From an optimization exercise on the open Yosys and OpenROAD flow, aimed at small area, a short achievable clock period and few clock cycles per item; shortcuts taken in it are not production practice. At most, simulation tests tie the RTL to the original design; equivalence was not proved.

// img2col
module img2col (
    input  logic        clk,
    input  logic        nrst,
    input  logic        wb_cyc_i,
    input  logic        wb_stb_i,
    input  logic        wb_we_i,
    input  logic [6:0]  wb_adr_i,
    input  logic [31:0] wb_dat_i,
    output logic        wb_ack_o,
    output logic [31:0] wb_dat_o
);
==> flow/config.mk <==
export PLATFORM = sky130hd
export DESIGN_NAME = img2col
export DESIGN_NICKNAME = img2col
export VERILOG_FILES = /design/flow/design.v
export SDC_FILE = /design/flow/constraint.sdc
export NUM_CORES = 4
export LEC_CHECK = 0
export ABC_CLOCK_PERIOD_IN_PS = 4500
export CAP_MARGIN = 20
export CORE_MARGIN = 2
export CORE_UTILIZATION = 45
export CTS_CLUSTER_DIAMETER = 120
export CTS_CLUSTER_SIZE = 24
export SETUP_SLACK_MARGIN = 5.0
export SLEW_MARGIN = 20
export SYNTH_HIERARCHICAL = 1
==> flow/constraint.sdc <==
create_clock -name core_clock -period 10.0 [get_ports {clk}]
set_input_delay 2.0000 -clock core_clock [delete_from_list [all_inputs] [get_ports {clk}]]
set_output_delay 2.0000 -clock core_clock [all_outputs]
set_load 0.01 [all_outputs]
run.sh (not shown) runs the stock make flow with config.mk's settings and CLKGATE_MAP_FILE= SYNTH_SCRIPT=/design/flow/synth_recipe.tcl, a recipe that flattens the netlist after the stock synthesis.
Edit:
CTS_CLUSTER_DIAMETER = unset   (was 120)
CTS_CLUSTER_SIZE = unset   (was 24)
Synthesized cell count stays the same.
Cell area goes up by 3.4%.
Worst hold slack loses 0.020 ns.
Maximum frequency stays flat.
Utilization goes up by 1.7 points.
Setup slack loses 0.015 ns.
Edit:
ABC_CLOCK_PERIOD_IN_PS = 3000   (was 4500)
CTS_BUF_LIST = sky130_fd_sc_hd__clkbuf_8   (was unset)
CTS_CLUSTER_SIZE = 30   (was unset)
Effect: The new run ran to the end with no violations. Via count is higher by 0.84%. Area after synthesis stays the same. Setup slack gets worse by 0.14 ns. Routed wire length is higher by 0.37%. Sequential share of layout area is higher by 0.12 points. First-iteration DRC count is higher by 2.4%. Maximum frequency is lower by 2.5%.
Function was not checked in any run of this note: the RTL went through the layout flow alone.


Another version of the RTL of img2col (not shown whole).
For scale: about 2800 cells after synthesis, about 750 flip-flops, roughly 77 I/O pins, roughly 37000 um^2 of cells after synthesis.
Settings: LEC_CHECK=0, ABC_CLOCK_PERIOD_IN_PS=4500, CAP_MARGIN=10, CORE_MARGIN=2, CORE_UTILIZATION=60, CTS_CLUSTER_DIAMETER=120, CTS_CLUSTER_SIZE=24, PLACE_DENSITY=0.75, SETUP_SLACK_MARGIN=5.0, SLEW_MARGIN=10, SYNTH_HIERARCHICAL=1; clock period 10.0 ns.
The first run completed with no timing, DRC or antenna violations.
Testbench counts at the start, summed over its fixed seeds: cycles 8,614, windows 1,008.
==> next run, changes <==
PLACE_DENSITY = 0.65   (was 0.75)
Effect:
- The new run finished clean
- die area is unchanged
- area after synthesis stays the same
- utilization rose by 0.27 points
- worst setup slack improves by 0.040 ns
- count of clock-buffer cells in the layout is unchanged
- flip-flop and latch count does not change
- synthesized cell count does not change
- design area rose slightly


img2col again, from the RTL that the note above started with.
## img2col
module img2col (
    input  logic        clk,
    input  logic        nrst,
    input  logic        wb_cyc_i,
    input  logic        wb_stb_i,
    input  logic        wb_we_i,
    input  logic [6:0]  wb_adr_i,
    input  logic [31:0] wb_dat_i,
    output logic        wb_ack_o,
    output logic [31:0] wb_dat_o
);
clock: 10.0 ns
lec_check: 0
abc_clock_period_in_ps: 4500
cap_margin: 20
core_margin: 2
core_utilization: 60
cts_cluster_diameter: 120
cts_cluster_size: 24
setup_slack_margin: 5.0
slew_margin: 20
synth_hierarchical: 1
Testbench counts at the start, summed over its fixed seeds: cycles 8,614, windows 1,008.
==> next run, changes <==
--- a/flow/config.mk
+++ b/flow/config.mk
@@ -11 +11 @@
-export CORE_UTILIZATION = 60
+export CORE_UTILIZATION = 45
Final area went up by 1.4%. Sequential share of layout area went down by 0.70 points. Die area went up by about 33%. Setup slack gets worse by 0.035 ns. Global-route usage went down by 7.5 points. Non-clock buffer count went up by 7.
==> next run, changes <==
--- a/flow/config.mk
+++ b/flow/config.mk
@@ -9 +9 @@
-export CAP_MARGIN = 20
+export CAP_MARGIN = 10
@@ -11 +11 @@
-export CORE_UTILIZATION = 45
+export CORE_UTILIZATION = 60
@@ -15 +15 @@
-export SLEW_MARGIN = 20
+export SLEW_MARGIN = 10
@@ -16,0 +17 @@
+export TNS_END_PERCENT = 20
After rerunning:
- die area decreases by about 25%
- wire length decreases by about 3%
- non-clock buffer count decreases by 7
- utilization increases by 15 points
- final cell count decreases by about 7.5%
- worst setup slack gets worse by 0.025 ns
- final area decreases by about 1.4%
- synthesized area stays the same
==> next run, changes <==
--- a/flow/config.mk
+++ b/flow/config.mk
@@ -11 +11 @@
-export CORE_UTILIZATION = 60
+export CORE_UTILIZATION = 65
@@ -17 +16,0 @@
-export TNS_END_PERCENT = 20
After rerunning: The changed run went through all stages and came out clean; clock skew is lower by 0.038 ns; worst hold slack degrades by 0.0084 ns.
==> next run, changes <==
--- a/flow/config.mk
+++ b/flow/config.mk
@@ -11 +11 @@
-export CORE_UTILIZATION = 65
+export CORE_UTILIZATION = 60
=>
- final cell count rises by 1.0%
- non-clock buffer count fell by 1
- worst setup slack is better by 0.11 ns
- area after synthesis is unchanged
- wire length rose by 3.3%
- global-route usage fell by 1.3 points
- clock skew came out higher by 0.043 ns
- cell area stays flat
- worst hold slack improved by 0.0052 ns


Setup of run A:
Starting RTL as in the previous note.
clock: 10.0 ns
lec_check: 0
abc_clock_period_in_ps: 4500
cap_margin: 20
core_margin: 2
core_utilization: 45
setup_slack_margin: 5.0
slew_margin: 20
synth_hierarchical: 1
Testbench counts of run A, summed over its fixed seeds: cycles 8,614, windows 1,008.
The following lists how run B was set up differently from run A:
- an added CTS_CLUSTER_DIAMETER of 120
- a change of CORE_UTILIZATION from 45 to 70
- an added CTS_CLUSTER_SIZE of 24
Looking at the reports, run B completed the entire flow and the layout it produced met the timing, design-rule and antenna checks. Growth of design area from synthesis to finish: run B < run A. For the combined buffer and inverter count along the critical path, run B came in 5 higher than run A did. Run A fits on a die that is larger than the die of run B.
Setup changes, run B to run C
- changing SLEW_MARGIN from 20 to 10
- changing CORE_UTILIZATION from 70 to 60
- removing ABC_CLOCK_PERIOD_IN_PS (formerly 4500)
- setting ABC_AREA to 1 for the first time
- changing CAP_MARGIN from 20 to 10
==> results.txt <==
On run C: clock buffer instance count of the final layout is 1 higher than what run B gave. Going from run B to run C, synthesized area higher, placeable core region higher, post-CTS setup repair buffer count higher, post-synthesis instance total higher. Most common cell after layout, fill and taps aside = sky130_fd_sc_hd__nand2_1: run C; most common cell after layout, fill and taps aside = sky130_fd_sc_hd__edfxtp_1: run B.


== exp/violet ==
img2col, a different RTL version from the one above (not shown whole).
Size: about 2600 cells after synthesis, about 750 flip-flops, ~77 I/O pins, roughly 0.037 mm^2 of cells after synthesis.
==> flow/config.mk <==
export PLATFORM = sky130hd
export DESIGN_NAME = img2col
export DESIGN_NICKNAME = img2col
export VERILOG_FILES = /design/flow/design.v
export SDC_FILE = /design/flow/constraint.sdc
export NUM_CORES = 4
export LEC_CHECK = 0
export ABC_CLOCK_PERIOD_IN_PS = 4500
export CAP_MARGIN = 10
export CORE_MARGIN = 2
export CORE_UTILIZATION = 55
export CTS_CLUSTER_DIAMETER = 120
export CTS_CLUSTER_SIZE = 24
export SETUP_SLACK_MARGIN = 5.0
export SLEW_MARGIN = 10
export SYNTH_HIERARCHICAL = 1
==> flow/constraint.sdc <==
create_clock -name core_clock -period 10.0 [get_ports {clk}]
set_input_delay 2.0000 -clock core_clock [delete_from_list [all_inputs] [get_ports {clk}]]
set_output_delay 2.0000 -clock core_clock [all_outputs]
set_load 0.01 [all_outputs]
In summary, exp/violet completed successfully, with a layout that passed the timing, design-rule and antenna checks.
What exp/delta does differently from exp/violet at the input level:
# exp/violet
export LEC_CHECK = 0
export ABC_CLOCK_PERIOD_IN_PS = 4500
export CAP_MARGIN = 10
export CORE_MARGIN = 2
export CORE_UTILIZATION = 55
export CTS_CLUSTER_DIAMETER = 120
export CTS_CLUSTER_SIZE = 24
export SETUP_SLACK_MARGIN = 5.0
export SLEW_MARGIN = 10
export SYNTH_HIERARCHICAL = 1
create_clock -name core_clock -period 10.0 [get_ports {clk}]
# exp/delta
export LEC_CHECK = 0
export ABC_CLOCK_PERIOD_IN_PS = 4500
export CAP_MARGIN = 10
export CORE_MARGIN = 2
export CORE_UTILIZATION = 60
export CTS_CLUSTER_DIAMETER = 120
export CTS_CLUSTER_SIZE = 24
export SETUP_SLACK_MARGIN = 5.0
export SLEW_MARGIN = 10
export SYNTH_HIERARCHICAL = 1
create_clock -name core_clock -period 10.0 [get_ports {clk}]
==> results.txt <==
Portion of the layout cell area used by clock cells across exp/delta and exp/violet: no real change. Global placer's final weighted congestion of exp/delta exceeds that of exp/violet slightly. Sort exp/delta and exp/violet by total half-perimeter wirelength after legalization and detailed placement, ascending, and exp/delta comes first.
No run of this note included a check of the RTL's function; only the layout flow was run.

separate check: timing with driven ports:
No port has a modelled driver above. Below, the same layouts with a new extraction and two added sets of constraints.
Step 1: set_driving_cell puts a clkbuf_16 on clk and a buf_2 on each other input, an assumption about the parent block.
Step 2 times the ports against the registers' clock, not the clock port: input delays grow and output delays shrink by t, the midpoint of the rising clock arrivals with the driver on.
Three values: ideal ports, drivers, drivers and shift; two values: the first two.
run	t (ns)	slack for setup (ns)	worst setup path after step 2
the first run of note 1	0.665	4.611 / 4.549 / 4.517	input to register
the second run of note 1	0.698	4.596 / 4.526 / 4.453	input to register
the third run of note 1	0.823	4.456 / 4.397 / 4.435	input to register
the first run of note 2	0.655	4.996 / 4.961 / 4.594	input to register
the second run of note 2	0.663	5.036 / 5.003 / 4.649	input to register
the first run of note 3	0.667	5.002 / 4.968 / 4.507	input to register
the second run of note 3	0.670	4.968 / 4.920 / 4.650	input to register
the third run of note 3	0.672	4.942 / 4.895 / 4.515	input to register
the fourth run of note 3	0.655	4.928 / 4.896 / 4.510	input to register
the fifth run of note 3	0.673	5.041 / 4.998 / 4.527	input to register
run A	0.683	4.997 / 4.934 / 4.676	input to register
run B	0.671	4.974 / 4.937 / 4.493	input to register
run C	0.667	5.017 / 4.970 / 4.606	input to register
exp/violet	0.660	4.848 / 4.783 / 4.580	input to register
exp/delta	0.654	4.899 / 4.835 / 4.511	input to register
After both steps setup and hold are still met in every run listed. For the fifth run of note 3, which loses most, drivers alone change the setup slack by -0.043 ns; drivers and shift together by -0.514 ns.
